Context: an optimization exercise on an open-source flow, tuned for small area, a short achievable clock period and few clock cycles per item. The choices shown serve that exercise and are no tape-out recipe.
Only simulation tests tie the RTL to the original design; equivalence was not proved.
Power and IR drop assume default switching activity.

### design/flow/design.v
package matmul_pkg;
    localparam int DEF_DATA_WIDTH = 8;
    localparam int DEF_BUS_WIDTH  = 16;
    localparam int DEF_DIM        = 4;
endpackage
module pe_sat
#(
    parameter int DATA_WIDTH = 8,
    parameter int BUS_WIDTH  = 16
) (
    input  logic                  clk_i,
    input  logic                  clr_i,     
    input  logic                  load_i,    
    input  logic [BUS_WIDTH-1:0]  init_i,
    input  logic [3:0]            bo_one,    
    input  logic [3:0]            bo_two,
    input  logic [3:0]            bo_neg,
    input  logic [DATA_WIDTH-1:0] a_i,
    output logic [BUS_WIDTH-1:0]  acc_o,
    output logic                  flag_o
);
    logic [16:0] s_q, c_q, s_d, c_d;
    logic [16:0] sum;
    logic        overflow, flag_q, flag_d;
    logic [15:0] res, base;
    logic pp1, pp2, pp3, pp4, pp5, pp6, pp7, pp8, pp9, pp10, pp11, pp12, pp13, pp14, pp15, pp16, pp17, pp18, pp19, pp20, pp21, pp22, pp23, pp24, pp25, pp26, pp27, pp28, pp29, pp30, pp31, pp32, pp33, pp34, pp35, pp36, pp37, pp38, pp39, pp40, hs41, hc42, hs43, hc44, fs45, fc46, hs47, hc48, fs49, fc50, hs51, hc52, fs53, fc54, fs55, fc56, hs57, hc58, fs59, fc60, fs61, fc62, hs63, hc64, fs65, fc66, fs67, fc68, fs69, fc70, hs71, hc72, fs73, fc74, fs75, fc76, fs77, fc78, hs79, hc80, fs81, fc82, fs83, fc84, fs85, fc86, fs87, fc88, fs89, fc90, fs91, fc92, fs93, fc94, hs95, hc96, fs97, fc98, fs99, fc100, fs101, fc102, fs103, fc104, fs105, fc106, hs107, hc108, fs109, fc110, fs111, fc112, fs113, fc114, hs115, hc116, fs117, fc118;
    assign sum      = s_q + c_q;
    assign overflow = sum[16] != sum[15];
    assign res      = overflow ? {sum[16], {15{!sum[16]}}} : sum[15:0];
    assign acc_o    = res;
    assign flag_o   = flag_q || overflow;
    always_comb begin
        if (clr_i)       base = '0;
        else if (load_i) base = init_i;
        else             base = res;
    end
    assign flag_d = !(clr_i || load_i) && (flag_q || overflow);
    assign pp1 = ((bo_one[0] & a_i[0]) | (bo_two[0] & 1'b0)) ^ bo_neg[0];
    assign pp2 = ((bo_one[0] & a_i[1]) | (bo_two[0] & a_i[0])) ^ bo_neg[0];
    assign pp3 = ((bo_one[0] & a_i[2]) | (bo_two[0] & a_i[1])) ^ bo_neg[0];
    assign pp4 = ((bo_one[0] & a_i[3]) | (bo_two[0] & a_i[2])) ^ bo_neg[0];
    assign pp5 = ((bo_one[0] & a_i[4]) | (bo_two[0] & a_i[3])) ^ bo_neg[0];
    assign pp6 = ((bo_one[0] & a_i[5]) | (bo_two[0] & a_i[4])) ^ bo_neg[0];
    assign pp7 = ((bo_one[0] & a_i[6]) | (bo_two[0] & a_i[5])) ^ bo_neg[0];
    assign pp8 = ((bo_one[0] & a_i[7]) | (bo_two[0] & a_i[6])) ^ bo_neg[0];
    assign pp9 = ((bo_one[0] & a_i[7]) | (bo_two[0] & a_i[7])) ^ bo_neg[0];
    assign pp10 = ~pp9;
    assign pp11 = ((bo_one[1] & a_i[0]) | (bo_two[1] & 1'b0)) ^ bo_neg[1];
    assign pp12 = ((bo_one[1] & a_i[1]) | (bo_two[1] & a_i[0])) ^ bo_neg[1];
    assign pp13 = ((bo_one[1] & a_i[2]) | (bo_two[1] & a_i[1])) ^ bo_neg[1];
    assign pp14 = ((bo_one[1] & a_i[3]) | (bo_two[1] & a_i[2])) ^ bo_neg[1];
    assign pp15 = ((bo_one[1] & a_i[4]) | (bo_two[1] & a_i[3])) ^ bo_neg[1];
    assign pp16 = ((bo_one[1] & a_i[5]) | (bo_two[1] & a_i[4])) ^ bo_neg[1];
    assign pp17 = ((bo_one[1] & a_i[6]) | (bo_two[1] & a_i[5])) ^ bo_neg[1];
    assign pp18 = ((bo_one[1] & a_i[7]) | (bo_two[1] & a_i[6])) ^ bo_neg[1];
    assign pp19 = ((bo_one[1] & a_i[7]) | (bo_two[1] & a_i[7])) ^ bo_neg[1];
    assign pp20 = ~pp19;
    assign pp21 = ((bo_one[2] & a_i[0]) | (bo_two[2] & 1'b0)) ^ bo_neg[2];
    assign pp22 = ((bo_one[2] & a_i[1]) | (bo_two[2] & a_i[0])) ^ bo_neg[2];
    assign pp23 = ((bo_one[2] & a_i[2]) | (bo_two[2] & a_i[1])) ^ bo_neg[2];
    assign pp24 = ((bo_one[2] & a_i[3]) | (bo_two[2] & a_i[2])) ^ bo_neg[2];
    assign pp25 = ((bo_one[2] & a_i[4]) | (bo_two[2] & a_i[3])) ^ bo_neg[2];
    assign pp26 = ((bo_one[2] & a_i[5]) | (bo_two[2] & a_i[4])) ^ bo_neg[2];
    assign pp27 = ((bo_one[2] & a_i[6]) | (bo_two[2] & a_i[5])) ^ bo_neg[2];
    assign pp28 = ((bo_one[2] & a_i[7]) | (bo_two[2] & a_i[6])) ^ bo_neg[2];
    assign pp29 = ((bo_one[2] & a_i[7]) | (bo_two[2] & a_i[7])) ^ bo_neg[2];
    assign pp30 = ~pp29;
    assign pp31 = ((bo_one[3] & a_i[0]) | (bo_two[3] & 1'b0)) ^ bo_neg[3];
    assign pp32 = ((bo_one[3] & a_i[1]) | (bo_two[3] & a_i[0])) ^ bo_neg[3];
    assign pp33 = ((bo_one[3] & a_i[2]) | (bo_two[3] & a_i[1])) ^ bo_neg[3];
    assign pp34 = ((bo_one[3] & a_i[3]) | (bo_two[3] & a_i[2])) ^ bo_neg[3];
    assign pp35 = ((bo_one[3] & a_i[4]) | (bo_two[3] & a_i[3])) ^ bo_neg[3];
    assign pp36 = ((bo_one[3] & a_i[5]) | (bo_two[3] & a_i[4])) ^ bo_neg[3];
    assign pp37 = ((bo_one[3] & a_i[6]) | (bo_two[3] & a_i[5])) ^ bo_neg[3];
    assign pp38 = ((bo_one[3] & a_i[7]) | (bo_two[3] & a_i[6])) ^ bo_neg[3];
    assign pp39 = ((bo_one[3] & a_i[7]) | (bo_two[3] & a_i[7])) ^ bo_neg[3];
    assign pp40 = ~pp39;
    assign hs41 = bo_neg[0] ^ base[0];
    assign hc42 = bo_neg[0] & base[0];
    assign hs43 = base[1] ^ hc42;
    assign hc44 = base[1] & hc42;
    assign fs45 = bo_neg[1] ^ base[2] ^ pp3;
    assign fc46 = (bo_neg[1] & base[2]) | (bo_neg[1] & pp3) | (base[2] & pp3);
    assign hs47 = pp11 ^ hc44;
    assign hc48 = pp11 & hc44;
    assign fs49 = base[3] ^ pp4 ^ pp12;
    assign fc50 = (base[3] & pp4) | (base[3] & pp12) | (pp4 & pp12);
    assign hs51 = hc48 ^ fc46;
    assign hc52 = hc48 & fc46;
    assign fs53 = bo_neg[2] ^ base[4] ^ pp5;
    assign fc54 = (bo_neg[2] & base[4]) | (bo_neg[2] & pp5) | (base[4] & pp5);
    assign fs55 = pp13 ^ pp21 ^ fc50;
    assign fc56 = (pp13 & pp21) | (pp13 & fc50) | (pp21 & fc50);
    assign hs57 = fs53 ^ hc52;
    assign hc58 = fs53 & hc52;
    assign fs59 = base[5] ^ pp6 ^ pp14;
    assign fc60 = (base[5] & pp6) | (base[5] & pp14) | (pp6 & pp14);
    assign fs61 = pp22 ^ fc54 ^ fs59;
    assign fc62 = (pp22 & fc54) | (pp22 & fs59) | (fc54 & fs59);
    assign hs63 = fc56 ^ hc58;
    assign hc64 = fc56 & hc58;
    assign fs65 = bo_neg[3] ^ base[6] ^ pp7;
    assign fc66 = (bo_neg[3] & base[6]) | (bo_neg[3] & pp7) | (base[6] & pp7);
    assign fs67 = pp15 ^ pp23 ^ pp31;
    assign fc68 = (pp15 & pp23) | (pp15 & pp31) | (pp23 & pp31);
    assign fs69 = fc60 ^ fs65 ^ fs67;
    assign fc70 = (fc60 & fs65) | (fc60 & fs67) | (fs65 & fs67);
    assign hs71 = fc62 ^ fs69;
    assign hc72 = fc62 & fs69;
    assign fs73 = base[7] ^ pp8 ^ pp16;
    assign fc74 = (base[7] & pp8) | (base[7] & pp16) | (pp8 & pp16);
    assign fs75 = pp24 ^ pp32 ^ fc66;
    assign fc76 = (pp24 & pp32) | (pp24 & fc66) | (pp32 & fc66);
    assign fs77 = fc68 ^ fs73 ^ fc70;
    assign fc78 = (fc68 & fs73) | (fc68 & fc70) | (fs73 & fc70);
    assign hs79 = fs75 ^ hc72;
    assign hc80 = fs75 & hc72;
    assign fs81 = ~(base[8] ^ pp10);
    assign fc82 = base[8] | pp10;
    assign fs83 = pp17 ^ pp25 ^ pp33;
    assign fc84 = (pp17 & pp25) | (pp17 & pp33) | (pp25 & pp33);
    assign fs85 = fc74 ^ fs81 ^ fs83;
    assign fc86 = (fc74 & fs81) | (fc74 & fs83) | (fs81 & fs83);
    assign fs87 = fc76 ^ fs85 ^ fc78;
    assign fc88 = (fc76 & fs85) | (fc76 & fc78) | (fs85 & fc78);
    assign fs89 = ~(base[9] ^ pp18);
    assign fc90 = base[9] | pp18;
    assign fs91 = pp26 ^ pp34 ^ fc82;
    assign fc92 = (pp26 & pp34) | (pp26 & fc82) | (pp34 & fc82);
    assign fs93 = fc84 ^ fs89 ^ fc86;
    assign fc94 = (fc84 & fs89) | (fc84 & fc86) | (fs89 & fc86);
    assign hs95 = fs91 ^ fs93;
    assign hc96 = fs91 & fs93;
    assign fs97 = base[10] ^ pp20 ^ pp27;
    assign fc98 = (base[10] & pp20) | (base[10] & pp27) | (pp20 & pp27);
    assign fs99 = pp35 ^ fc90 ^ fs97;
    assign fc100 = (pp35 & fc90) | (pp35 & fs97) | (fc90 & fs97);
    assign fs101 = fc92 ^ fs99 ^ fc94;
    assign fc102 = (fc92 & fs99) | (fc92 & fc94) | (fs99 & fc94);
    assign fs103 = ~(base[11] ^ pp28);
    assign fc104 = base[11] | pp28;
    assign fs105 = pp36 ^ fc98 ^ fs103;
    assign fc106 = (pp36 & fc98) | (pp36 & fs103) | (fc98 & fs103);
    assign hs107 = fc100 ^ fs105;
    assign hc108 = fc100 & fs105;
    assign fs109 = base[12] ^ pp30 ^ pp37;
    assign fc110 = (base[12] & pp30) | (base[12] & pp37) | (pp30 & pp37);
    assign fs111 = fc104 ^ fs109 ^ fc106;
    assign fc112 = (fc104 & fs109) | (fc104 & fc106) | (fs109 & fc106);
    assign fs113 = ~(base[13] ^ pp38);
    assign fc114 = base[13] | pp38;
    assign hs115 = fc110 ^ fs113;
    assign hc116 = fc110 & fs113;
    assign fs117 = base[14] ^ pp40 ^ fc114;
    assign fc118 = (base[14] & pp40) | (base[14] & fc114) | (pp40 & fc114);
    assign s_d[0] = pp1;
    assign c_d[0] = hs41;
    assign s_d[1] = pp2;
    assign c_d[1] = hs43;
    assign s_d[2] = fs45;
    assign c_d[2] = hs47;
    assign s_d[3] = fs49;
    assign c_d[3] = hs51;
    assign s_d[4] = fs55;
    assign c_d[4] = hs57;
    assign s_d[5] = fs61;
    assign c_d[5] = hs63;
    assign s_d[6] = hc64;
    assign c_d[6] = hs71;
    assign s_d[7] = fs77;
    assign c_d[7] = hs79;
    assign s_d[8] = hc80;
    assign c_d[8] = fs87;
    assign s_d[9] = fc88;
    assign c_d[9] = hs95;
    assign s_d[10] = hc96;
    assign c_d[10] = fs101;
    assign s_d[11] = fc102;
    assign c_d[11] = hs107;
    assign s_d[12] = hc108;
    assign c_d[12] = fs111;
    assign s_d[13] = fc112;
    assign c_d[13] = hs115;
    assign s_d[14] = hc116;
    assign c_d[14] = fs117;
    assign s_d[15] = ~base[15];
    assign c_d[15] = fc118;
    assign s_d[16] = 1'b1;
    assign c_d[16] = 1'b0;
    always_ff @(posedge clk_i) begin
        s_q    <= s_d;
        c_q    <= c_d;
        flag_q <= flag_d;
    end
endmodule
module matmul_engine
#(
    parameter int DATA_WIDTH = matmul_pkg::DEF_DATA_WIDTH,
    parameter int BUS_WIDTH  = matmul_pkg::DEF_BUS_WIDTH,
    parameter int DIM        = matmul_pkg::DEF_DIM
) (
    input  logic                          clk_i,
    input  logic                          rst_i,
    input  logic                          start_i,
    input  logic                          mode_i,
    input  logic [DIM*DATA_WIDTH-1:0]     a_col_i,
    input  logic [DIM*DATA_WIDTH-1:0]     b_row_i,
    input  logic                          op_valid_i,
    output logic                          op_ready_o,
    input  logic [DIM*DIM*BUS_WIDTH-1:0]  c_i,
    output logic [DIM*DIM*BUS_WIDTH-1:0]  m_o,
    output logic [DIM*DIM-1:0]            flags_o,
    output logic                          busy_o,
    output logic                          done_o,
    output logic [$clog2(DIM+1)-1:0]      beat_cnt_o
);
    localparam int CW = $clog2(DIM + 1);
    logic          busy_q, done_q;
    logic [CW-1:0] beat_cnt_q;
    logic          start_ok, accept, last;
    assign start_ok = start_i && !busy_q && !rst_i;
    assign accept   = op_valid_i && busy_q && !rst_i;
    assign last     = (beat_cnt_q == CW'(DIM - 1));
    always_ff @(posedge clk_i) begin
        if (rst_i) begin
            busy_q     <= 1'b0;
            done_q     <= 1'b0;
            beat_cnt_q <= '0;
        end else begin
            done_q <= accept && last;
            if (start_ok) begin
                busy_q     <= 1'b1;
                beat_cnt_q <= '0;
            end else if (accept) begin
                beat_cnt_q <= beat_cnt_q + CW'(1);
                if (last) busy_q <= 1'b0;
            end
        end
    end
    assign op_ready_o = busy_q;
    assign busy_o     = busy_q;
    assign done_o     = done_q;
    assign beat_cnt_o = beat_cnt_q;
    logic [3:0] bo_one [DIM];
    logic [3:0] bo_two [DIM];
    logic [3:0] bo_neg [DIM];
    for (genvar j = 0; j < DIM; j++) begin : g_booth
        logic [DATA_WIDTH:0] bx;
        assign bx = {b_row_i[j*DATA_WIDTH +: DATA_WIDTH], 1'b0};
        for (genvar k = 0; k < 4; k++) begin : g_digit
            logic hi, mid, lo;
            assign lo  = bx[2*k];
            assign mid = bx[2*k+1];
            assign hi  = bx[2*k+2];
            assign bo_one[j][k] = accept && (mid ^ lo);
            assign bo_two[j][k] = accept && ((hi && !mid && !lo) || (!hi && mid && lo));
            assign bo_neg[j][k] = accept && hi;
        end
    end
    for (genvar i = 0; i < DIM; i++) begin : g_row
        for (genvar j = 0; j < DIM; j++) begin : g_col
            pe_sat #(
                .DATA_WIDTH (DATA_WIDTH),
                .BUS_WIDTH  (BUS_WIDTH)
            ) u_pe (
                .clk_i  (clk_i),
                .clr_i  (rst_i),
                .load_i (start_ok),
                .init_i (mode_i ? c_i[(i*DIM+j)*BUS_WIDTH +: BUS_WIDTH] : '0),
                .bo_one (bo_one[j]),
                .bo_two (bo_two[j]),
                .bo_neg (bo_neg[j]),
                .a_i    (a_col_i[i*DATA_WIDTH +: DATA_WIDTH]),
                .acc_o  (m_o[(i*DIM+j)*BUS_WIDTH +: BUS_WIDTH]),
                .flag_o (flags_o[i*DIM+j])
            );
        end
    end
endmodule
### design/flow/run.sh
#!/bin/bash
# synth_recipe.tcl (not shown) runs the flow's synth.tcl, then flattens the netlist and writes it again
# the make line also repeats each setting of config.mk as NAME=value (left out here)
make -C /OpenROAD-flow-scripts/flow DESIGN_CONFIG=/design/flow/config.mk WORK_HOME=/design/flow/orfs CLKGATE_MAP_FILE= SYNTH_SCRIPT=/design/flow/synth_recipe.tcl finish
### design/flow/config.mk
export PLATFORM = sky130hd
export DESIGN_NAME = matmul_engine
export DESIGN_NICKNAME = matmul_engine
export VERILOG_FILES = /design/flow/design.v
export SDC_FILE = /design/flow/constraint.sdc
export NUM_CORES = 4
export LEC_CHECK = 0
export CAP_MARGIN = 20
export CORE_MARGIN = 2
export CORE_UTILIZATION = 40
export SETUP_SLACK_MARGIN = 2.5
export SLEW_MARGIN = 20
### design/flow/constraint.sdc
create_clock -name core_clock -period 7.0 [get_ports {clk_i}]
set_input_delay 1.4000 -clock core_clock [delete_from_list [all_inputs] [get_ports {clk_i}]]
set_output_delay 1.4000 -clock core_clock [all_outputs]
set_load 0.01 [all_outputs]
==> results of run 1 <==
Yosys cell counts, types with 40 or more instances:
cell type | number | area, µm²
buf_2 | 46 | 230
nand2_1 | 425 | 1600
a221oi_1 | 43 | 377
mux2i_1 | 114 | 1140
maj3_1 | 90 | 901
buf_1 | 54 | 203
a21oi_1 | 341 | 1710
nor2_1 | 408 | 1530
fa_1 | 400 | 8010
xor2_1 | 179 | 1570
clkbuf_1 | 314 | 1180
nor3_1 | 47 | 235
o21a_1 | 41 | 308
dfxtp_1 | 533 | 10700
a22oi_1 | 415 | 3120
a2bb2oi_1 | 50 | 438
a21o_1 | 75 | 563
inv_1 | 445 | 1670
a22o_1 | 40 | 350
ha_1 | 498 | 6230
nand3_1 | 67 | 335
o21ai_0 | 234 | 1170
nand2b_1 | 86 | 538
xnor2_1 | 441 | 3860
layout by cell type (no fill, tap or decap), types with 24 or more instances in the layout:
cell | synthesis | layout
a21o_1 | 75 | 73
a21oi_1 | 341 | 263
a21oi_2 | 8 | 55
a21oi_4 | 0 | 32
a22o_1 | 40 | 40
a22oi_1 | 415 | 401
a2bb2oi_1 | 50 | 30
a31oi_1 | 29 | 25
buf_12 | 0 | 28
buf_2 | 46 | 168
buf_4 | 23 | 442
buf_6 | 4 | 314
clkbuf_16 | 0 | 74
clkbuf_2 | 0 | 24
clkdlybuf4s50_1 | 0 | 278
dfxtp_1 | 533 | 458
dfxtp_2 | 0 | 60
fa_1 | 400 | 336
fa_2 | 0 | 64
ha_1 | 498 | 376
ha_4 | 0 | 110
inv_1 | 445 | 408
inv_2 | 4 | 36
maj3_2 | 4 | 84
mux2i_1 | 114 | 110
nand2_1 | 425 | 390
nand2b_1 | 86 | 80
nand3_1 | 67 | 58
nor2_1 | 408 | 303
nor2_2 | 3 | 55
nor2_4 | 0 | 56
nor3_1 | 47 | 41
o21a_1 | 41 | 38
o21ai_0 | 234 | 166
o21ai_1 | 22 | 24
o21ai_2 | 4 | 44
o21ai_4 | 0 | 26
o21bai_1 | 30 | 24
xnor2_1 | 441 | 427
xor2_1 | 179 | 175
final cells by class:
cell class | count | area [µm²]
fill | 11200 | 57400
multi-input combinational | 4503 | 43500
timing repair buffer | 1289 | 11600
sequential | 533 | 10800
tap | 1742 | 2180
clock buffer | 94 | 2040
inverter | 454 | 1740
clock inverter | 25 | 249
antenna | 9 | 22.5
final timing paths:
| kind | start | to | slack, ns |
|---|---|---|---|
| setup / recovery | g_row[2].g_col[0].u_pe.c_q[1] | m_o[132] | 2.16 |
| hold / removal | g_row[2].g_col[2].u_pe.flag_q | g_row[2].g_col[2].u_pe.flag_q | 0.46 |
| setup reg to reg | g_row[1].g_col[1].u_pe.s_q[0] | g_row[1].g_col[1].u_pe.c_q[8] | 2.27 |
| hold reg to reg | g_row[2].g_col[2].u_pe.flag_q | g_row[2].g_col[2].u_pe.flag_q | 0.46 |
per-layer routing:
layer | global-route usage [%] | vias to the layer above | share of wire [%]
met3 | 5.18 | 516 | 7.2
met1 | 35.2 | 23800 | 40
li1 | - | 22300 | -
met2 | 47.4 | 2040 | 47
met4 | 14.3 | 32 | 5.6
met5 | 0 | - | 0.10
power by group through the flow:
| stage | clock, mW | combinational (mW) | sequential (mW) |
|---|---|---|---|
| 3_5_place_dp | 0 | 22.3 | 4.52 |
| 3_3_place_gp | 0 | 22.2 | 4.52 |
| 5_1_grt | 3.85 | 34.6 | 4.70 |
| 6_report | 3.67 | 32.4 | 4.62 |
| 2_1_floorplan | 0 | 13.6 | 4.39 |
| 4_1_cts | 3.75 | 27.2 | 4.58 |
cell families after synthesis:
logic type	Yosys count	synth area share, %
AO/OA/AOI/OAI	1538	20.2
AND/OR/NAND/NOR	1196	10.2
adder cells (fa/ha/maj)	992	29.1
buffers and inverters	898	6.86
XOR/XNOR	626	10.7
flip-flops	533	20.5
multiplexers	131	2.56
critical path, delay by kind of cell (launching register included):
kind                     cells  cell delay (ns)
AND/OR/NAND/NOR              1             0.11
buffers and inverters        3             0.45
adder cells (fa/ha/maj)      1             0.25
AO/OA/AOI/OAI                6             1.30
XOR/XNOR                     1             0.33
flip-flops                   1             0.36
stage by stage:
stage | utilization [%] | total power [mW] | hold WS, ns | std cells | worst slack (ns)
floorplan | - | 18.0 | 0.431 | 5914 | 2.49
finish | 55.7 | 40.7 | 0.459 | 8649 | 2.16
global route | 55.7 | 43.2 | 0.491 | 8649 | 2.06
CTS | 52.3 | 35.5 | 0.452 | 8452 | 2.17
global placement | 45.9 | 26.7 | 0.440 | 7948 | 1.04
detailed placement | 45.9 | 26.9 | 0.443 | 7948 | 0.936
timing repair:
item                                    4_1_cts  5_1_grt
resized for setup                          1846      781
pin swaps                                   337      431
setup buffers                               361      186
cloned                                       24        2
endpoints found under the setup margin      551      410
registers in the layout (all words and copies together), names as in the netlist:
signal                   cells
busy_q                       1
g_row.g_col.u_pe.flag_q     16
g_row.g_col.u_pe.c_q       256
done_q                       1
beat_cnt_q                   3
g_row.g_col.u_pe.s_q       256
==> metrics.md, run 1 <==
| Metric | Value |
|---|---|
| Critical-path top delay cell | `a221o_2` |
| Final Cell Area | `0.0721 mm²` |
| Initial antenna violation count | `28` |
| Max-cap violations | `0` |
| PortBufs | `602` |
| Worst EP required | `5.60 ns` |
| Vias | `48700` |
| Critical path launch point type | `register` |
| Final period util | `69.2%` |
| WL/cell | `23.3 µm` |
| P_int | `22.1 mW` |
| Root Buffer | `clkbuf_16` |
| Die H | `365 µm` |
| DR pass1 iterations | `8` |
| Largest net degree at the start of global routing | `59` |
| Status | `no timing/DRC/antenna violations` |
| Slew headroom | `20.5%` |
| Max incr delay on CP | `0.44 ns` |
| Sequential fraction of the synthesis area | `20.5%` |
| DRC violations left | `0` |
| Switching share of power | `45.6%` |
| Clock network fraction of design power | `9.0%` |
| Peak supply drop | `578 µV` |
| Final setup fails | `0` |
| Layout cell share with drive strength beyond 1 | `30.4%` |
| Count of different cell masters after synthesis | `97` |
| DPL Wire Length | `139 mm` |
| Crit-path max FO | `5` |
| Clk sink count | `533` |
| Post-CTS Hold Fix Bufs | `0` |
| RSZ-0062 raised after global routing | `true` |
| Worst Setup End Kind | `output pin` |
| Antenna Nets Post-Route | `0` |
| Hold/Removal Path Class | `register to register` |
| DRT iter0 DRCs | `3886` |
| Post-Route WL | `202 mm` |
| Mean post-synth cell area | `8.81 µm²` |
| Num CTS Buffers | `69` |
| Top FF cell, synth | `dfxtp_1` |
| Area growth from synthesis to layout | `38.4%` |
| Initial Util | `40.3%` |
| Sequential Power Share | `11.4%` |
| TNS Setup | `0 ns` |
| Hold Path Stages | `2` |
| Net switching power | `18.6 mW` |
| Die area | `0.133 mm²` |
| Core box area | `0.129 mm²` |
| Mapped Nets | `7137` |
| Global route total overflow | `0` |
| Combinational share of power | `79.6%` |
| Crit path time final | `4.84 ns` |
| First-pass GRT wire length | `291 mm` |
| Final setup skew | `0.0203 ns` |
| Critical-path cell list | `ha_4 > a211oi_4 > o311ai_4 > o21ai_2 > a311oi_4 > a221o_2 > xor2_4 > buf_6 > buf_4 > a21oi_2 > nor2_1 > buf_2` |
| Slew Viols, Final | `0` |
| Arr. time, crit path | `3.44 ns` |
| Number of global-route vias before repair | `48500` |
| Slew @ Worst Pin | `1.19 ns` |
| Max Root-Sink Buffers | `3` |
| H-tree lvl count | `3` |
| Gr usage total | `28.4%` |
| Placed Area | `0.0595 mm²` |
| Clk slew on worst S/H paths | `0.06 ns` |
| Leakage | `31.3 nW` |
| PD cells | `564 mW/mm²` |
| Post-synth EDFFs | `0` |
| NumNets Final | `8073` |
| Warning count from the yosys run | `8` |
| Post-synth ARST share | `0%` |
| DIE WIDTH | `365 µm` |
| Drt via density | `5.63` |
| Mapped Area | `0.0521 mm²` |
| CP Class | `register to output pin` |
| Worst-Skew Late Latency | `0.65 ns` |
| Max Clock Freq | `0.207 GHz` |
| Final Hold Fails | `0` |
| Routability congestion estimate | `0.897` |
| Worst r2r path cells | `19` |
| Row count | `132` |
| Mapped Cells | `5914` |
| CTS tree | `built` |
| Register bit total from synthesis | `533` |
| # IOs | `603` |
Testbench counts, summed over its fixed seeds: cycles 8,008, items 1,600.
==> inputs of run 2 (changes only) <==
--- a/design/flow/config.mk
+++ b/design/flow/config.mk
@@ -8,5 +8,5 @@
 export CAP_MARGIN = 20
 export CORE_MARGIN = 2
 export CORE_UTILIZATION = 40
-export SETUP_SLACK_MARGIN = 2.5
+export SETUP_SLACK_MARGIN = 1.5
 export SLEW_MARGIN = 20
==> run 2 against run 1 <==
Against the previous run: clock skew down 0.0034 ns; wire length down 9.6%; global-route usage down 1.9 points; utilization down 7.4 points; register-to-register slack worse by 0.43 ns; critical path type unchanged; critical endpoint is now m_o[236]; highest routed layer unchanged.
==> metrics.md, run 2 <==
| Metric | Value |
|---|---|
| Leakage | `27.2 nW (was 31.3 nW)` |
| Sequential fraction of the synthesis area | `20.5% (unchanged)` |
| Cell taking the most area after synthesis | `dfxtp_1 (unchanged)` |
| Max Clock Freq | `0.185 GHz (was 0.207 GHz)` |
| Worst Setup End Kind | `output pin (unchanged)` |
| Final period util | `77.3% (was 69.2%)` |
| Synth Area in Compound Gates | `20.2% (unchanged)` |
| Initial antenna violation count | `27 (was 28)` |
| Sequential Power Share | `14.2% (was 11.4%)` |
| NumNets Final | `7534 (was 8073)` |
| Final setup fails | `0 (unchanged)` |
| CTS tree | `built (unchanged)` |
| Final Cell Area | `0.0625 mm² (was 0.0721 mm²)` |
| Worst-Skew Late Latency | `0.65 ns (about the same)` |
| Arr. time, crit path | `4.01 ns (was 3.44 ns)` |
| Hold Path Stages | `2 (unchanged)` |
| Simple-Gate Fraction of Synth Area | `10.2% (unchanged)` |
| Routability congestion estimate | `0.931 (was 0.897)` |
| Clk slew on worst S/H paths | `0.06 ns (about the same)` |
| Gr usage total | `26.6% (was 28.4%)` |
| Global route total overflow | `0 (unchanged)` |
| Synth cell count leaders | `dfxtp_1, ha_1, inv_1 (unchanged)` |
| Switching share of power | `45.7% (was 45.6%)` |
| DRT iter0 DRCs | `3258 (was 3886)` |
| Area growth from synthesis to layout | `19.9% (was 38.4%)` |
| Status | `no timing/DRC/antenna violations (unchanged)` |
| Final Hold Fails | `0 (unchanged)` |
| Min-delay src | `g_row[2].g_col[2].u_pe.flag_q (unchanged)` |
| Flop-to-flop setup slack | `1.84 ns (was 2.27 ns)` |
| P_int | `17.1 mW (was 22.1 mW)` |
| Peak supply drop | `508 µV (was 578 µV)` |
| Row count | `132 (unchanged)` |
| Placed Area | `0.0595 mm² (about the same)` |
| Largest regs | `g_row.g_col.u_pe.c_q: 256 flops, g_row.g_col.u_pe.s_q: 256 flops, g_row.g_col.u_pe.flag_q: 16 flops (unchanged)` |
| Vias | `45100 (was 48700)` |
| DRC violations left | `0 (unchanged)` |
| Post-synth ARST share | `0% (unchanged)` |
| Die area | `0.133 mm² (unchanged)` |
| CP Class | `register to output pin (unchanged)` |
| Synth Area in Adders | `29.1% (unchanged)` |
| Ranking of synthesized cells by area | `dfxtp_1, fa_1, ha_1, xnor2_1, a22oi_1 (unchanged)` |
| Most frequent cells in the layout | `clkdlybuf4s50_1, dfxtp_1, ha_1, inv_1, xnor2_1 (was dfxtp_1, buf_4, xnor2_1, inv_1, a22oi_1)` |
| Antenna Nets Post-Route | `0 (unchanged)` |
| Max Root-Sink Buffers | `3 (unchanged)` |
| Hold endpoint | `g_row[2].g_col[2].u_pe.flag_q (unchanged)` |
| Slew Viols, Final | `0 (unchanged)` |
| Mean post-synth cell area | `8.81 µm² (unchanged)` |
| Die H | `365 µm (unchanged)` |
| DR pass1 iterations | `6 (was 8)` |
| Number of global-route vias before repair | `44500 (was 48500)` |
| Net switching power | `14.3 mW (was 18.6 mW)` |
| RR Startpoint | `g_row[2].g_col[0].u_pe.c_q[0] (was g_row[1].g_col[1].u_pe.s_q[0])` |
| Commonest non-fill, non-tap cell in the layout | `clkdlybuf4s50_1 (was dfxtp_1)` |
| Hold/Removal Path Class | `register to register (unchanged)` |
| Slew @ Worst Pin | `1.12 ns (was 1.19 ns)` |
| # IOs | `603 (unchanged)` |
| Post-synth EDFFs | `0 (unchanged)` |
| WL/cell | `22.5 µm (was 23.3 µm)` |
| Multiplexer area fraction after synthesis | `2.56% (unchanged)` |
| Layout cell share with drive strength beyond 1 | `8.05% (was 30.4%)` |
| Filler Cells Inserted | `12400 (was 11200)` |
| Total Power | `31.4 mW (was 40.7 mW)` |
| Final setup skew | `0.0169 ns (was 0.0203 ns)` |
| Largest net degree at the start of global routing | `67 (was 59)` |
| Crit-path max FO | `7 (was 5)` |
| Root Buffer | `clkbuf_16 (unchanged)` |
| Mapped Area | `0.0521 mm² (unchanged)` |
| Worst r2r path cells | `16 (was 19)` |
| Drt via density | `5.56 (was 5.63)` |
| PortBufs | `602 (unchanged)` |
| PD cells | `502 mW/mm² (was 564 mW/mm²)` |
| Critical path launch point type | `register (unchanged)` |
| Warning count from the yosys run | `8 (unchanged)` |
| Mapped Cells | `5914 (unchanged)` |
| Largest family of logic cells by synthesized area | `adder cells (unchanged)` |
| H-tree lvl count | `3 (unchanged)` |
| Clock network fraction of design power | `11.8% (was 9.0%)` |
| Slew headroom | `25.5% (was 20.5%)` |
| Num CTS Buffers | `67 (was 69)` |
| Reg-to-reg endpoint | `g_row[2].g_col[0].u_pe.c_q[8] (was g_row[1].g_col[1].u_pe.c_q[8])` |
| Max-cap violations | `0 (unchanged)` |
| Xor and xnor area share after synthesis | `10.7% (unchanged)` |
| TNS Setup | `0 ns (unchanged)` |
| Mapped Nets | `7137 (unchanged)` |
| RSZ-0062 raised after global routing | `true (unchanged)` |
| Clk sink count | `533 (unchanged)` |
| Core box area | `0.129 mm² (unchanged)` |
| Crit path time final | `5.41 ns (was 4.84 ns)` |
| Initial Util | `40.3% (unchanged)` |
| First-pass GRT wire length | `271 mm (was 291 mm)` |
| Top FF cell, synth | `dfxtp_1 (unchanged)` |
| Combinational share of power | `73.9% (was 79.6%)` |
| Count of different cell masters after synthesis | `97 (unchanged)` |
| Post-Route WL | `182 mm (was 202 mm)` |
| DIE WIDTH | `365 µm (unchanged)` |
| Crit path launch | `g_row[3].g_col[2].u_pe.s_q[0] (was g_row[2].g_col[0].u_pe.c_q[1])` |
| Worst EP required | `5.60 ns (about the same)` |
| Register bit total from synthesis | `533 (unchanged)` |
| Share of the synthesized area in the top cell type | `20.5% (unchanged)` |
| DPL Wire Length | `140 mm (was 139 mm)` |
| Count leader, synth | `dfxtp_1 (unchanged)` |
[run 2: cell types whose count changed in the layout (fill, tap and decap cells not counted), sizes merged, moves of 2 or more]
cell / delta
clkbuf: -25
clkdlybuf4s50: +284
clkinv: -5
diode: -2
clkdlybuf4s15: -6
nand2: -4
and2: -4
inv: +6
nor2: -3
dlygate4sd2: -10
buf: -757
dlymetal6s2s: -8
bufinv: +2
[run 2: cell type report]
class / count / area (µm²) / area share (%)
well taps: 1742 / 2180 / 3.49
inverters: 454 / 1700 / 2.73
flip-flops and latches: 533 / 10700 / 17.1
multi-input cells: 4488 / 38400 / 61.4
diodes: 7 / 17.5 / 0.0280
clock buffers: 94 / 1980 / 3.17
clock inverters: 27 / 349 / 0.558
repair buffers: 767 / 7200 / 11.5
[run 2: kinds of logic after synthesis]
family                   count (synthesis)
adder cells (fa/ha/maj)                992
AO/OA/AOI/OAI                         1538
buffers and inverters                  898
AND/OR/NAND/NOR                       1196
flip-flops                             533
XOR/XNOR                               626
multiplexers                           131
[run 2: timing repair]
item                                    CTS  global route
cloned                                    2             3
setup buffers                             2            36
gates resized for setup                  27            47
endpoints found under the setup margin   65           174
hold buffers                              0             0
pin swaps                                 2            10
[run 2: power groups by stage]
| stage | clock network (mW) | registers, mW | logic (mW) |
|---|---|---|---|
| after floorplan | 0 | 4.39 | 13.6 |
| after global placement | 0 | 4.54 | 22.1 |
| after detailed placement | 0 | 4.53 | 22.2 |
| after CTS | 3.80 | 4.48 | 22.6 |
| after global routing | 3.92 | 4.56 | 25.4 |
| final | 3.71 | 4.47 | 23.2 |
[run 2: per-layer routing]
layer	vias up	track usage [%]	wire, µm
li1	21200	-	-
met1	21800	34.1	76400
met2	1700	44.1	85400
met3	344	4.73	12600
met4	32	10.7	7770
met5	-	0	202
[run 2: per-stage QoR]
step           worst slack, ns  hold slack, ns  util [%]  cells
5_1_grt                   1.47           0.494      48.3   8109
3_5_place_dp             0.876           0.448      45.9   7941
3_3_place_gp             0.946           0.443      45.9   7941
2_1_floorplan             2.35           0.431         -   5914
4_1_cts                   1.50           0.457      47.8   8066
6_report                  1.59           0.461      48.3   8112
[run 2: how the worst max path moves through the flow]
stage                                           endpoint  slack (ns)
after detailed placement   g_row[1].g_col[1].u_pe.c_q[8]        0.88
after global routing                            m_o[128]        1.47
final                                           m_o[236]        1.59
after CTS                                        m_o[54]        1.50
after floorplan           g_row[0].g_col[0].u_pe.c_q[10]        2.35
after global placement    g_row[2].g_col[1].u_pe.c_q[10]        0.95
[run 2: worst max-delay path, stage by stage, from the launching register on]
cell and delay [ns]:
dfxtp_1 0.32, ha_1 0.21, fa_1 0.25, a21oi_1 0.12, o21a_1 0.21, o211ai_1 0.28, nand2_1 0.21, a311oi_4 0.50
nand2_1 0.25, a21oi_1 0.38, clkdlybuf4s50_1 0.62
==> inputs of run 3 (changes only) <==
--- a/design/flow/config.mk
+++ b/design/flow/config.mk
@@ -8,5 +8,5 @@
 export CAP_MARGIN = 20
 export CORE_MARGIN = 2
 export CORE_UTILIZATION = 40
-export SETUP_SLACK_MARGIN = 1.5
+export SETUP_SLACK_MARGIN = 2.0
 export SLEW_MARGIN = 20
==> run 3 against run 2 <==
Against the previous run: cell area rose by 3.5%; flip-flop and latch count unchanged; wire length grew 2.8%; clock skew increased by 0.0010 ns; utilization rose by 1.7 points; die area unchanged; non-clock buffer count increased by 112; synthesized cell count did not move.
==> metrics.md, run 3 <==
| Metric | Value |
|---|---|
| Initial Util | `40.3% (unchanged)` |
| Critical-path cell list | `ha_2 > fa_2 > a21oi_2 > o21bai_1 > or4_4 > nand4_1 > buf_4 > a31oi_4 > maj3_2 > clkdlybuf4s50_1 (was ha_1 > fa_1 > a21oi_1 > o21a_1 > o211ai_1 > nand2_1 > a311oi_4 > nand2_1 > a21oi_1 > clkdlybuf4s50_1)` |
| Crit-path leading delay family | `adder cells (was compound AO/OA/AOI/OAI gates)` |
| Worst Setup End Kind | `output pin (unchanged)` |
| Most frequent cells in the layout | `dfxtp_1, ha_1, inv_1, xnor2_1, a22oi_1 (was clkdlybuf4s50_1, dfxtp_1, ha_1, inv_1, xnor2_1)` |
| Worst-Skew Late Latency | `0.65 ns (about the same)` |
| Utilization after layout | `50.0% (was 48.3%)` |
| Drt via density | `5.59 (was 5.56)` |
| Largest net degree at the start of global routing | `67 (unchanged)` |
| Final Cell Area | `0.0647 mm² (was 0.0625 mm²)` |
| DRC violations left | `0 (unchanged)` |
| Clk slew on worst S/H paths | `0.06 ns (about the same)` |
| CP Class | `register to output pin (unchanged)` |
| Final setup fails | `0 (unchanged)` |
| Max incr delay on CP | `0.48 ns (was 0.62 ns)` |
| Crit path buf inv count | `2 (was 1)` |
| Post-synth EDFFs | `0 (unchanged)` |
| Slew Viols, Final | `0 (unchanged)` |
| WL/cell | `22.7 µm (was 22.5 µm)` |
| NumNets Final | `7657 (was 7534)` |
| Row count | `132 (unchanged)` |
| Placed Area | `0.0595 mm² (unchanged)` |
| Filler Cells Inserted | `12300 (was 12400)` |
| Vias | `46000 (was 45100)` |
| Sequential fraction of the synthesis area | `20.5% (unchanged)` |
| Ranking of synthesized cells by area | `dfxtp_1, fa_1, ha_1, xnor2_1, a22oi_1 (unchanged)` |
| Commonest non-fill, non-tap cell in the layout | `dfxtp_1 (was clkdlybuf4s50_1)` |
| Mapped Nets | `7137 (unchanged)` |
| TNS Setup | `0 ns (unchanged)` |
| Final Hold Fails | `0 (unchanged)` |
| DR pass1 iterations | `6 (unchanged)` |
| Routability congestion estimate | `0.931 (unchanged)` |
| Final period util | `71.1% (was 77.3%)` |
| Mapped Cells | `5914 (unchanged)` |
| Worst EP required | `5.60 ns (about the same)` |
| Mean post-synth cell area | `8.81 µm² (unchanged)` |
| Slew @ Worst Pin | `1.06 ns (was 1.12 ns)` |
| Mapped Area | `0.0521 mm² (unchanged)` |
| DPL Wire Length | `140 mm (unchanged)` |
| Gr usage total | `27.3% (was 26.6%)` |
| Hold/Removal Path Class | `register to register (unchanged)` |
| Count of different cell masters after synthesis | `97 (unchanged)` |
| Count leader, synth | `dfxtp_1 (unchanged)` |
| Antenna Nets Post-Route | `0 (unchanged)` |
| Die H | `365 µm (unchanged)` |
| DRT iter0 DRCs | `3274 (was 3258)` |
| Synth cell count leaders | `dfxtp_1, ha_1, inv_1 (unchanged)` |
| Largest regs | `g_row.g_col.u_pe.c_q: 256 flops, g_row.g_col.u_pe.s_q: 256 flops, g_row.g_col.u_pe.flag_q: 16 flops (unchanged)` |
| Share of the synthesized area in the top cell type | `20.5% (unchanged)` |
| Crit path time final | `4.98 ns (was 5.41 ns)` |
| Critical-path top delay cell | `clkdlybuf4s50_1 (unchanged)` |
| Leakage | `29.3 nW (was 27.2 nW)` |
| Register bit total from synthesis | `533 (unchanged)` |
| Slew headroom | `28.9% (was 25.5%)` |
| H-tree lvl count | `3 (unchanged)` |
| PD cells | `502 mW/mm² (about the same)` |
| RSZ-0062 raised after global routing | `true (unchanged)` |
| Final setup skew | `0.0179 ns (was 0.0169 ns)` |
| Die area | `0.133 mm² (unchanged)` |
| CTS tree | `built (unchanged)` |
| Post-Route WL | `187 mm (was 182 mm)` |
| Total Power | `32.5 mW (was 31.4 mW)` |
| Max Clock Freq | `0.201 GHz (was 0.185 GHz)` |
| Critical path depth | `10 (unchanged)` |
| Hold Slack | `0.465 ns (was 0.461 ns)` |
| DIE WIDTH | `365 µm (unchanged)` |
| Worst r2r path cells | `16 (unchanged)` |
| Global route total overflow | `0 (unchanged)` |
| Top FF cell, synth | `dfxtp_1 (unchanged)` |
| Cell taking the most area after synthesis | `dfxtp_1 (unchanged)` |
| Area growth from synthesis to layout | `24.2% (was 19.9%)` |
| Status | `no timing/DRC/antenna violations (unchanged)` |
| Root Buffer | `clkbuf_16 (unchanged)` |
| Post-CTS Hold Fix Bufs | `0 (unchanged)` |
| Warning count from the yosys run | `8 (unchanged)` |
| First-pass GRT wire length | `278 mm (was 271 mm)` |
| Max Root-Sink Buffers | `3 (unchanged)` |
| Arr. time, crit path | `3.58 ns (was 4.01 ns)` |
| Number of global-route vias before repair | `45600 (was 44500)` |
| Post-synth ARST share | `0% (unchanged)` |
| Crit-path max FO | `5 (was 7)` |
| Num CTS Buffers | `67 (unchanged)` |
| Clk sink count | `533 (unchanged)` |
| Max-cap violations | `0 (unchanged)` |
| Peak supply drop | `452 µV (was 508 µV)` |
| Critical path launch point type | `register (unchanged)` |
| Initial antenna violation count | `25 (was 27)` |
| PortBufs | `602 (unchanged)` |
| Core box area | `0.129 mm² (unchanged)` |
| Layout cell share with drive strength beyond 1 | `12.1% (was 8.05%)` |
| # IOs | `603 (unchanged)` |
| Hold Path Stages | `2 (unchanged)` |
run 3: cell count changes in the layout (fill, tap and decap cells not counted), moves of 10 or more:
cell,delta
dlygate4sd2_1,+118
a21oi_1,-18
buf_4,+99
fa_1,-13
a211oi_1,-18
a211oi_2,+15
clkdlybuf4s50_1,-209
o21ai_0,-19
ha_1,-17
a21oi_2,+10
fa_2,+13
nor2_1,-10
dlymetal6s2s_1,+83
run 3: path summary, 6_finish.rpt:
path                                    to                          start  slack (ns)
max                                m_o[89]  g_row[1].g_col[1].u_pe.c_q[0]        2.02
min          g_row[2].g_col[2].u_pe.flag_q  g_row[2].g_col[2].u_pe.flag_q        0.47
max reg2reg  g_row[2].g_col[0].u_pe.c_q[8]  g_row[2].g_col[0].u_pe.c_q[2]        2.15
min reg2reg  g_row[2].g_col[2].u_pe.flag_q  g_row[2].g_col[2].u_pe.flag_q        0.47
run 3: logic make-up after synthesis:
kind of cell | after synthesis | synth area share, %
AOI/OAI and AO/OA | 1538 | 20.2
xor gates and xnor gates | 626 | 10.7
adders and majority gates | 992 | 29.1
buffers and inverters | 898 | 6.86
DFF | 533 | 20.5
muxes | 131 | 2.56
and+or+nand+nor | 1196 | 10.2
run 3: timing repair:
item | in CTS | in global routing
pin swaps | 70 | 80
gates cloned | 11 | 6
buffers inserted | 93 | 56
resized for setup | 350 | 199
setup endpoints to repair | 375 | 290
run 3: worst min-delay path, cell delays in order, from the launching register on:
cell     delay (ns)
dfxtp_1        0.30
inv_1          0.06
a21oi_1        0.06
run 3: layout make-up:
cell class	instances	area, µm²	share of cell area (%)
clock inverter	27	349	0.539
clock buffer	94	1980	3.06
inverter	454	1710	2.64
sequential	533	10700	16.5
tap	1742	2180	3.37
multi-input combinational	4499	39600	61.2
antenna	9	22.5	0.0348
timing repair buffer	879	8180	12.6
run 3: metrics by stage:
step	setup WS [ns]	instances
floorplan	2.35	5914
global placement	0.946	7941
detailed placement	0.876	7941
CTS	1.79	8166
global route	1.85	8233
finish	2.02	8237
run 3: where the power goes:
group	leakage [nW]	switching, mW	internal, mW	total (mW)
Clock	1.14	1.51	2.21	3.72
Sequential	4.40	0.383	4.10	4.49
Combinational	23.8	13.3	11.0	24.3
run 3: metal layers:
metal	GRT usage, %	wire length [µm]
met4	11.4	8690
met1	34.7	78000
met2	45.5	87800
met5	0	160
met3	4.72	12800
==> inputs of run 4 (changes only) <==
--- a/design/flow/config.mk
+++ b/design/flow/config.mk
@@ -8,5 +8,4 @@
 export CAP_MARGIN = 20
 export CORE_MARGIN = 2
 export CORE_UTILIZATION = 40
-export SETUP_SLACK_MARGIN = 2.0
 export SLEW_MARGIN = 20
==> run 4 against run 3 <==
Against the previous run: synthesized cell count unchanged; total power decreased by 5.9%; largest power group unchanged; clock skew decreased by 0.0021 ns; cell count decreased by 2.0%; largest cell class unchanged; first-iteration DRC count increased by 1.6%; still clean on timing, DRC and antenna.
==> metrics.md, run 4 <==
| Metric | Value |
|---|---|
| Arr. time, crit path | `4.56 ns (was 3.58 ns)` |
| Filler Cells Inserted | `12500 (was 12300)` |
| Top FF cell, synth | `dfxtp_1 (unchanged)` |
| Post-Route WL | `181 mm (was 187 mm)` |
| Most frequent cells in the layout | `clkdlybuf4s50_1, dfxtp_1, ha_1, inv_1, xnor2_1 (was dfxtp_1, ha_1, inv_1, xnor2_1, a22oi_1)` |
| Final setup fails | `0 (unchanged)` |
| Commonest non-fill, non-tap cell in the layout | `clkdlybuf4s50_1 (was dfxtp_1)` |
| Gr usage total | `26.5% (was 27.3%)` |
| Max Clock Freq | `0.168 GHz (was 0.201 GHz)` |
| Non-Filler Instances | `8071 (was 8237)` |
| Worst Setup End Kind | `output pin (unchanged)` |
| Antenna Nets Post-Route | `0 (unchanged)` |
| Warning count from the yosys run | `8 (unchanged)` |
| Drt via density | `5.55 (was 5.59)` |
| Clk sink count | `533 (unchanged)` |
| DRC violations left | `0 (unchanged)` |
| Root Buffer | `clkbuf_16 (unchanged)` |
| Post-CTS Setup Bufs | `0 (was 93)` |
| Status | `no timing/DRC/antenna violations (unchanged)` |
| Clk slew on worst S/H paths | `0.06 ns (about the same)` |
| Leakage | `26.9 nW (was 29.3 nW)` |
| Layout cell share with drive strength beyond 1 | `6.71% (was 12.1%)` |
| Slew @ Worst Pin | `1.14 ns (was 1.06 ns)` |
| H-tree lvl count | `3 (unchanged)` |
| DPL Wire Length | `140 mm (unchanged)` |
| Final Cell Area | `0.0618 mm² (was 0.0647 mm²)` |
| # IOs | `603 (unchanged)` |
| Global route total overflow | `0 (unchanged)` |
| Mapped Cells | `5914 (unchanged)` |
| Post-synth ARST share | `0% (unchanged)` |
| Worst-Skew Late Latency | `0.65 ns (about the same)` |
| Synth cell count leaders | `dfxtp_1, ha_1, inv_1 (unchanged)` |
| Hold Path Stages | `2 (unchanged)` |
| CP endpoint | `m_o[20] (was m_o[89])` |
| DR pass1 iterations | `6 (unchanged)` |
| Post-CTS Hold Fix Bufs | `0 (unchanged)` |
| Crit path time final | `5.96 ns (was 4.98 ns)` |
| CP Class | `register to output pin (unchanged)` |
| TNS Setup | `0 ns (unchanged)` |
| Flop-to-flop setup slack | `1.59 ns (was 2.15 ns)` |
| Crit-path max FO | `12 (was 5)` |
| Ranking of synthesized cells by area | `dfxtp_1, fa_1, ha_1, xnor2_1, a22oi_1 (unchanged)` |
| Initial antenna violation count | `27 (was 25)` |
| NumNets Final | `7492 (was 7657)` |
| PD cells | `494 mW/mm² (was 502 mW/mm²)` |
| Sequential fraction of the synthesis area | `20.5% (unchanged)` |
| Hold/Removal Path Class | `register to register (unchanged)` |
| Largest net degree at the start of global routing | `67 (unchanged)` |
| Worst r2r path cells | `14 (was 16)` |
| Placed Area | `0.0595 mm² (unchanged)` |
| Row count | `132 (unchanged)` |
| Slew headroom | `23.5% (was 28.9%)` |
| WL/cell | `22.4 µm (was 22.7 µm)` |
| Post-synth EDFFs | `0 (unchanged)` |
| Initial Util | `40.3% (unchanged)` |
| First-pass GRT wire length | `270 mm (was 278 mm)` |
| Vias | `44800 (was 46000)` |
| Peak supply drop | `509 µV (was 452 µV)` |
| DRT iter0 DRCs | `3328 (was 3274)` |
| Critical path launch point type | `register (unchanged)` |
| Mapped Area | `0.0521 mm² (unchanged)` |
| Count of different cell masters after synthesis | `97 (unchanged)` |
| Worst EP required | `5.60 ns (about the same)` |
| RR Startpoint | `g_row[0].g_col[3].u_pe.s_q[1] (was g_row[2].g_col[0].u_pe.c_q[2])` |
| Num CTS Buffers | `67 (unchanged)` |
| Slew Viols, Final | `0 (unchanged)` |
| Count leader, synth | `dfxtp_1 (unchanged)` |
| CTS tree | `built (unchanged)` |
| RSZ-0062 raised after global routing | `false (was true)` |
| Core box area | `0.129 mm² (unchanged)` |
| Cell taking the most area after synthesis | `dfxtp_1 (unchanged)` |
| Final setup skew | `0.0158 ns (was 0.0179 ns)` |
| PortBufs | `602 (unchanged)` |
| Die area | `0.133 mm² (unchanged)` |
| Mapped Nets | `7137 (unchanged)` |
| Share of the synthesized area in the top cell type | `20.5% (unchanged)` |
| Reg-to-reg endpoint | `g_row[0].g_col[3].u_pe.c_q[8] (was g_row[2].g_col[0].u_pe.c_q[8])` |
| Final Hold Fails | `0 (unchanged)` |
| DIE WIDTH | `365 µm (unchanged)` |
| Max-cap violations | `0 (unchanged)` |
| Crit path launch | `g_row[0].g_col[1].u_pe.c_q[0] (was g_row[1].g_col[1].u_pe.c_q[0])` |
| Area growth from synthesis to layout | `18.6% (was 24.2%)` |
| Largest regs | `g_row.g_col.u_pe.c_q: 256 flops, g_row.g_col.u_pe.s_q: 256 flops, g_row.g_col.u_pe.flag_q: 16 flops (unchanged)` |
| Routability congestion estimate | `0.931 (unchanged)` |
| Final period util | `85.2% (was 71.1%)` |
| Die H | `365 µm (unchanged)` |
| Number of global-route vias before repair | `44400 (was 45600)` |
| Mean post-synth cell area | `8.81 µm² (unchanged)` |
| Max Root-Sink Buffers | `3 (unchanged)` |
| Post-CTS sizing | `0 (was 350)` |
| Post-Place Cells | `7941 (unchanged)` |
| Register bit total from synthesis | `533 (unchanged)` |
==> run 4: cell types whose count changed in the layout (fill, tap and decap cells not counted), moves of 14 or more <==
cell	before	now
o21ai_0	205	232
clkdlybuf4s50_1	353	562
a21oi_1	317	340
a211oi_2	18	2
ha_1	481	498
nor2_1	368	382
dlygate4sd2_1	118	0
dlymetal6s2s_1	83	0
a211oi_1	7	26
buf_4	253	119
==> run 4: per-stage QoR <==
step / setup WS [ns] / total power, mW / util [%] / hold slack, ns
after floorplan: 2.35 / 18.0 / - / 0.431
after global placement: 0.946 / 26.6 / 45.9 / 0.443
after detailed placement: 0.876 / 26.8 / 45.9 / 0.448
after CTS: 0.954 / 30.7 / 47.7 / 0.457
after global routing: 0.807 / 33.0 / 47.7 / 0.494
final: 1.04 / 30.5 / 47.7 / 0.460
==> run 4: cells by family after synthesis <==
logic type	count (synthesis)	share of synthesized area, %
compound gates	1538	20.2
fa+ha+maj	992	29.1
xor+xnor	626	10.7
mux	131	2.56
flops	533	20.5
buf+inv	898	6.86
simple gates	1196	10.2
==> run 4: critical path: stages, from the launching register on <==
cell and delay (ns):
dfxtp_1 0.31, ha_1 0.20, fa_1 0.22, a21o_1 0.16, and3_1 0.19, o22ai_2 0.12
o211a_1 0.22, nor2b_1 0.75, inv_1 0.34, a21oi_2 0.44, nor2_1 0.15, nor2_1 0.21
clkdlybuf4s50_1 0.59
==> run 4: worst min path at each step <==
| stage | end | slack (ns) | startpoint |
|---|---|---|---|
| after floorplan | g_row[2].g_col[2].u_pe.flag_q | 0.43 | g_row[2].g_col[2].u_pe.flag_q |
| after global placement | g_row[2].g_col[2].u_pe.flag_q | 0.44 | g_row[2].g_col[2].u_pe.flag_q |
| after global routing | g_row[1].g_col[2].u_pe.flag_q | 0.49 | g_row[1].g_col[2].u_pe.flag_q |
| after detailed placement | g_row[2].g_col[2].u_pe.flag_q | 0.45 | g_row[2].g_col[2].u_pe.flag_q |
| final | g_row[2].g_col[2].u_pe.flag_q | 0.46 | g_row[2].g_col[2].u_pe.flag_q |
| after CTS | g_row[2].g_col[2].u_pe.flag_q | 0.46 | g_row[2].g_col[2].u_pe.flag_q |
==> run 4: power breakdown <==
group / internal, mW / switching, mW
Combinational: 10.2 / 12.1
Clock: 2.21 / 1.50
Sequential: 4.10 / 0.367
==> run 4: layer usage <==
layer	GRT usage (%)	routed length [µm]	up-vias	share of wire, %
met5	0	203	-	0.11
met4	10.7	7670	32	4.2
met3	4.75	12800	332	7.1
met2	44.0	84400	1653	47
met1	34.0	75800	21700	42
li1	-	-	21100	-
==> run 4: cell type report <==
cell class	instances	area, µm²	share of cell area [%]
diodes	8	20.0	0.0324
clock buffers	94	1980	3.20
clock inverters	27	349	0.565
inverters	454	1700	2.76
multi-input cells	4483	38000	61.5
flip-flops and latches	533	10700	17.3
well taps	1742	2180	3.53
repair buffers	730	6880	11.1
==> inputs of run 5 (changes only) <==
==> design/flow/flow/run.sh (new file) <==
#!/bin/bash
# The standard layout, with plain buf_1 cells as the input and output port
# buffers (every port still gets its own buffer). The make output goes to
# standard.log; ORFS's per-step logs stay under orfs/logs/.
set -euo pipefail
export BUFFER_PORTS_ARGS="-buffer_cell sky130_fd_sc_hd__buf_1"
bash standard.sh > standard.log 2>&1
==> design/flow/standard.sh (new file) <==
#!/bin/bash
# synth_recipe.tcl (not shown) runs the flow's synth.tcl, then flattens the netlist and writes it again
# the make line also repeats each setting of config.mk as NAME=value (left out here)
make -C /OpenROAD-flow-scripts/flow DESIGN_CONFIG=/design/flow/config.mk WORK_HOME=/design/flow/orfs CLKGATE_MAP_FILE= SYNTH_SCRIPT=/design/flow/synth_recipe.tcl "${@:-finish}"
--- a/design/flow/config.mk
+++ b/design/flow/config.mk
@@ -8,4 +8,5 @@
 export CAP_MARGIN = 20
 export CORE_MARGIN = 2
 export CORE_UTILIZATION = 40
+export SETUP_SLACK_MARGIN = 1.5
 export SLEW_MARGIN = 20
removed: design/flow/run.sh
==> run 5 against run 4 <==
Against the previous run: total power shrank 11%; synthesized cell count is the same; area after synthesis is the same; die area is the same; critical path type unchanged; highest routed layer unchanged.
==> metrics.md, run 5 <==
| Metric | Value |
|---|---|
| Status | `no timing/DRC/antenna violations (unchanged)` |
| Worst r2r path cells | `14 (unchanged)` |
| Warning count from the yosys run | `8 (unchanged)` |
| Commonest non-fill, non-tap cell in the layout | `buf_1 (was clkdlybuf4s50_1)` |
| WL/cell | `22.3 µm (was 22.4 µm)` |
| Peak supply drop | `495 µV (was 509 µV)` |
| Clk slew on worst S/H paths | `0.06 ns (about the same)` |
| Final setup fails | `0 (unchanged)` |
| Synth Area in Compound Gates | `20.2% (unchanged)` |
| Sequential Power Share | `16.4% (was 14.6%)` |
| Leakage | `25.5 nW (was 26.9 nW)` |
| Switching share of power | `51.0% (was 45.8%)` |
| Post-Route WL | `180 mm (was 181 mm)` |
| Reg-to-reg endpoint | `g_row[0].g_col[1].u_pe.c_q[8] (was g_row[0].g_col[3].u_pe.c_q[8])` |
| DPL Wire Length | `139 mm (was 140 mm)` |
| Ranking of synthesized cells by area | `dfxtp_1, fa_1, ha_1, xnor2_1, a22oi_1 (unchanged)` |
| Xor and xnor area share after synthesis | `10.7% (unchanged)` |
| Max Clock Freq | `0.189 GHz (was 0.168 GHz)` |
| Worst-Skew Late Latency | `0.67 ns (was 0.65 ns)` |
| Layout cell share with drive strength beyond 1 | `6.88% (was 6.71%)` |
| Slew Viols, Final | `0 (unchanged)` |
| Die area | `0.133 mm² (unchanged)` |
| Hold Path Stages | `2 (unchanged)` |
| Post-CTS Setup Bufs | `0 (unchanged)` |
| RSZ-0062 raised after global routing | `false (unchanged)` |
| Mapped Cells | `5914 (unchanged)` |
| CTS tree | `built (unchanged)` |
| Final setup skew | `0.0262 ns (was 0.0158 ns)` |
| Post-synth EDFFs | `0 (unchanged)` |
| DIE WIDTH | `365 µm (unchanged)` |
| Mapped Area | `0.0521 mm² (unchanged)` |
| DR pass1 iterations | `6 (unchanged)` |
| Initial antenna violation count | `22 (was 27)` |
| Crit path launch | `g_row[0].g_col[1].u_pe.c_q[0] (unchanged)` |
| Synth Area in Adders | `29.1% (unchanged)` |
| Sequential fraction of the synthesis area | `20.5% (unchanged)` |
| Most frequent cells in the layout | `buf_1, dfxtp_1, ha_1, inv_1, xnor2_1 (was clkdlybuf4s50_1, dfxtp_1, ha_1, inv_1, xnor2_1)` |
| DRC violations left | `0 (unchanged)` |
| Largest regs | `g_row.g_col.u_pe.c_q: 256 flops, g_row.g_col.u_pe.s_q: 256 flops, g_row.g_col.u_pe.flag_q: 16 flops (unchanged)` |
| Final WS setup | `1.70 ns (was 1.04 ns)` |
| Drt via density | `5.58 (was 5.55)` |
| Clk sink count | `533 (unchanged)` |
| Mean post-synth cell area | `8.81 µm² (unchanged)` |
| Max-cap violations | `0 (unchanged)` |
| Min-delay src | `g_row[2].g_col[2].u_pe.flag_q (unchanged)` |
| Gr usage total | `26.2% (was 26.5%)` |
| Final Hold Fails | `0 (unchanged)` |
| Top FF cell, synth | `dfxtp_1 (unchanged)` |
| # IOs | `603 (unchanged)` |
| Cell taking the most area after synthesis | `dfxtp_1 (unchanged)` |
| Root Buffer | `clkbuf_16 (unchanged)` |
| Arr. time, crit path | `3.90 ns (was 4.56 ns)` |
| Count of different cell masters after synthesis | `97 (unchanged)` |
| Clock network fraction of design power | `13.6% (was 12.2%)` |
| Worst Setup End Kind | `output pin (unchanged)` |
| P_int | `13.4 mW (was 16.5 mW)` |
| Post-CTS sizing | `0 (unchanged)` |
| Register bit total from synthesis | `533 (unchanged)` |
| RR Startpoint | `g_row[0].g_col[1].u_pe.c_q[1] (was g_row[0].g_col[3].u_pe.s_q[1])` |
| Max Root-Sink Buffers | `3 (unchanged)` |
| TNS Setup | `0 ns (unchanged)` |
| Combinational share of power | `70.0% (was 73.2%)` |
| Slew headroom | `27.1% (was 23.5%)` |
| Largest family of logic cells by synthesized area | `adder cells (unchanged)` |
| Count leader, synth | `dfxtp_1 (unchanged)` |
| Crit path time final | `5.30 ns (was 5.96 ns)` |
| Final period util | `75.7% (was 85.2%)` |
| Core box area | `0.129 mm² (unchanged)` |
| CP Class | `register to output pin (unchanged)` |
| Area growth from synthesis to layout | `12.0% (was 18.6%)` |
| Total Power | `27.3 mW (was 30.5 mW)` |
| Number of global-route vias before repair | `43500 (was 44400)` |
| Crit-path max FO | `12 (unchanged)` |
| Post-synth ARST share | `0% (unchanged)` |
| First-pass GRT wire length | `264 mm (was 270 mm)` |
| Share of the synthesized area in the top cell type | `20.5% (unchanged)` |
| Flop-to-flop setup slack | `1.76 ns (was 1.59 ns)` |
| Hold/Removal Path Class | `register to register (unchanged)` |
| Global route total overflow | `0 (unchanged)` |
| PD cells | `468 mW/mm² (was 494 mW/mm²)` |
| Placed Area | `0.0559 mm² (was 0.0595 mm²)` |
| Initial Util | `40.3% (unchanged)` |
| NumNets Final | `7497 (was 7492)` |
| Synth cell count leaders | `dfxtp_1, ha_1, inv_1 (unchanged)` |
| Simple-Gate Fraction of Synth Area | `10.2% (unchanged)` |
| Row count | `132 (unchanged)` |
| PortBufs | `602 (unchanged)` |
| Multiplexer area fraction after synthesis | `2.56% (unchanged)` |
| Critical path launch point type | `register (unchanged)` |
| Mapped Nets | `7137 (unchanged)` |
| Net switching power | `13.9 mW (was 14.0 mW)` |
| Routability congestion estimate | `0.925 (was 0.931)` |
| Slew @ Worst Pin | `1.09 ns (was 1.14 ns)` |
| Post-CTS Hold Fix Bufs | `0 (unchanged)` |
| H-tree lvl count | `3 (unchanged)` |
| Largest net degree at the start of global routing | `78 (was 67)` |
| Worst EP required | `5.60 ns (about the same)` |
| Num CTS Buffers | `71 (was 67)` |
| Final Cell Area | `0.0584 mm² (was 0.0618 mm²)` |
| DRT iter0 DRCs | `3853 (was 3328)` |
| Place WS | `1.25 ns (was 0.876 ns)` |
| Vias | `45100 (was 44800)` |
| Hold endpoint | `g_row[2].g_col[2].u_pe.flag_q (unchanged)` |
| Die H | `365 µm (unchanged)` |
| Antenna Nets Post-Route | `0 (unchanged)` |
## run 5: cell types whose count changed in the layout (fill, tap and decap cells not counted), moves of 3 or more
| cell | before | now |
|---|---|---|
| clkbuf_16 | 69 | 75 |
| buf_2 | 40 | 0 |
| clkbuf_8 | 16 | 9 |
| clkbuf_2 | 1 | 40 |
| clkinv_2 | 7 | 10 |
| buf_1 | 0 | 562 |
| diode_2 | 8 | 11 |
| clkinv_4 | 3 | 6 |
| clkdlybuf4s50_1 | 562 | 0 |
## run 5: per-stage QoR
step	util, %	std cells	hold WS [ns]
after floorplan	-	5914	0.431
after global placement	43.2	7941	0.442
after detailed placement	43.2	7941	0.448
after CTS	45.0	8067	0.458
after global routing	45.1	8076	0.488
final	45.1	8080	0.459
## run 5: worst max path at each step
stage	end	slack [ns]	depth (start not counted)
after global routing	g_row[0].g_col[1].u_pe.c_q[8]	1.51	14
final	m_o[24]	1.70	12
after floorplan	g_row[0].g_col[0].u_pe.c_q[10]	2.35	15
after CTS	m_o[24]	1.50	12
after detailed placement	g_row[3].g_col[2].u_pe.c_q[10]	1.25	15
after global placement	g_row[1].g_col[2].u_pe.c_q[10]	1.34	15
## run 5: area by class of cell
type,count,area [µm²]
clock inverters,31,315
diodes,11,27.5
repair buffers,729,3350
well taps,1742,2180
inverters,454,1700
fillers,12900,71100
clock buffers,95,2040
flip-flops and latches,533,10700
multi-input cells,4485,38100
## run 5: cells by family (layout without fill, tap and decap cells)
| family | after synthesis | after routing |
|---|---|---|
| fa+ha+maj | 992 | 992 |
| compound gates | 1538 | 1538 |
| mux | 131 | 131 |
| xor+xnor | 626 | 628 |
| other cells | 0 | 11 |
| simple gates | 1196 | 1196 |
| flops | 533 | 533 |
| buf+inv | 898 | 1309 |
## run 5: worst max-delay path, cell delays in order, from the launching register on
cell     delay (ns)
dfxtp_1        0.31
ha_1           0.20
fa_1           0.22
a21o_1         0.16
and3_1         0.20
o22ai_2        0.12
o211a_1        0.24
nor2b_2        0.52
inv_1          0.28
a21oi_2        0.40
nor2_1         0.13
nor2_1         0.25
buf_1          0.22
## run 5: routing by layer
| layer | global-route usage (%) | wire, µm | vias to the layer above |
|---|---|---|---|
| met5 | 0 | 100 | - |
| met4 | 10.5 | 7550 | 18 |
| met3 | 4.44 | 13000 | 336 |
| met2 | 43.0 | 83800 | 1796 |
| met1 | 34.1 | 75500 | 21800 |
| li1 | - | - | 21100 |
## run 5: power by group through the flow
stage	Clock [mW]	Combinational, mW	Sequential, mW
final	3.72	19.1	4.49
after global routing	3.94	21.2	4.56
after global placement	0	18.7	4.54
after detailed placement	0	18.9	4.54
after floorplan	0	13.6	4.39
after CTS	3.82	19.0	4.49

==> afterwards: timing with drivers on the ports <==
In the flow no input, the clock included, has a driving cell. The finished layouts below were timed again as built, in two steps.
Step 1, drivers: a clkbuf_16 drives clk_i and a buf_2 each remaining input, both assumed.
Step 2 adds t to the input delays and takes it off the output delays; t is the mean of the earliest and latest rising clock arrival at the registers after step 1. Input paths then give back, and output paths get back, about the clock's delay inside the block.
Slacks: ideal ports / drivers / drivers and shift; pairs: ideal ports / drivers.
run	t, ns	setup WS [ns]	worst register clock-pin slew, ns	worst slew at a driven data input, ns	cell pins on the clock port's net
run 1	0.711	2.158 / 2.084 / 1.893	0.07 / 0.07	0.13	1
run 2	0.716	1.590 / 1.516 / 0.957	0.07 / 0.07	0.14	1
run 3	0.716	2.021 / 1.947 / 1.420	0.07 / 0.07	0.14	1
run 4	0.717	1.036 / 0.962 / 0.836	0.07 / 0.07	0.14	1
run 5	0.733	1.698 / 1.624 / 1.233	0.06 / 0.06	0.14	1
After both steps setup and hold are still met in every run listed. For run 2, which loses most, drivers alone change the setup slack by -0.074 ns; drivers and shift together by -0.633 ns.
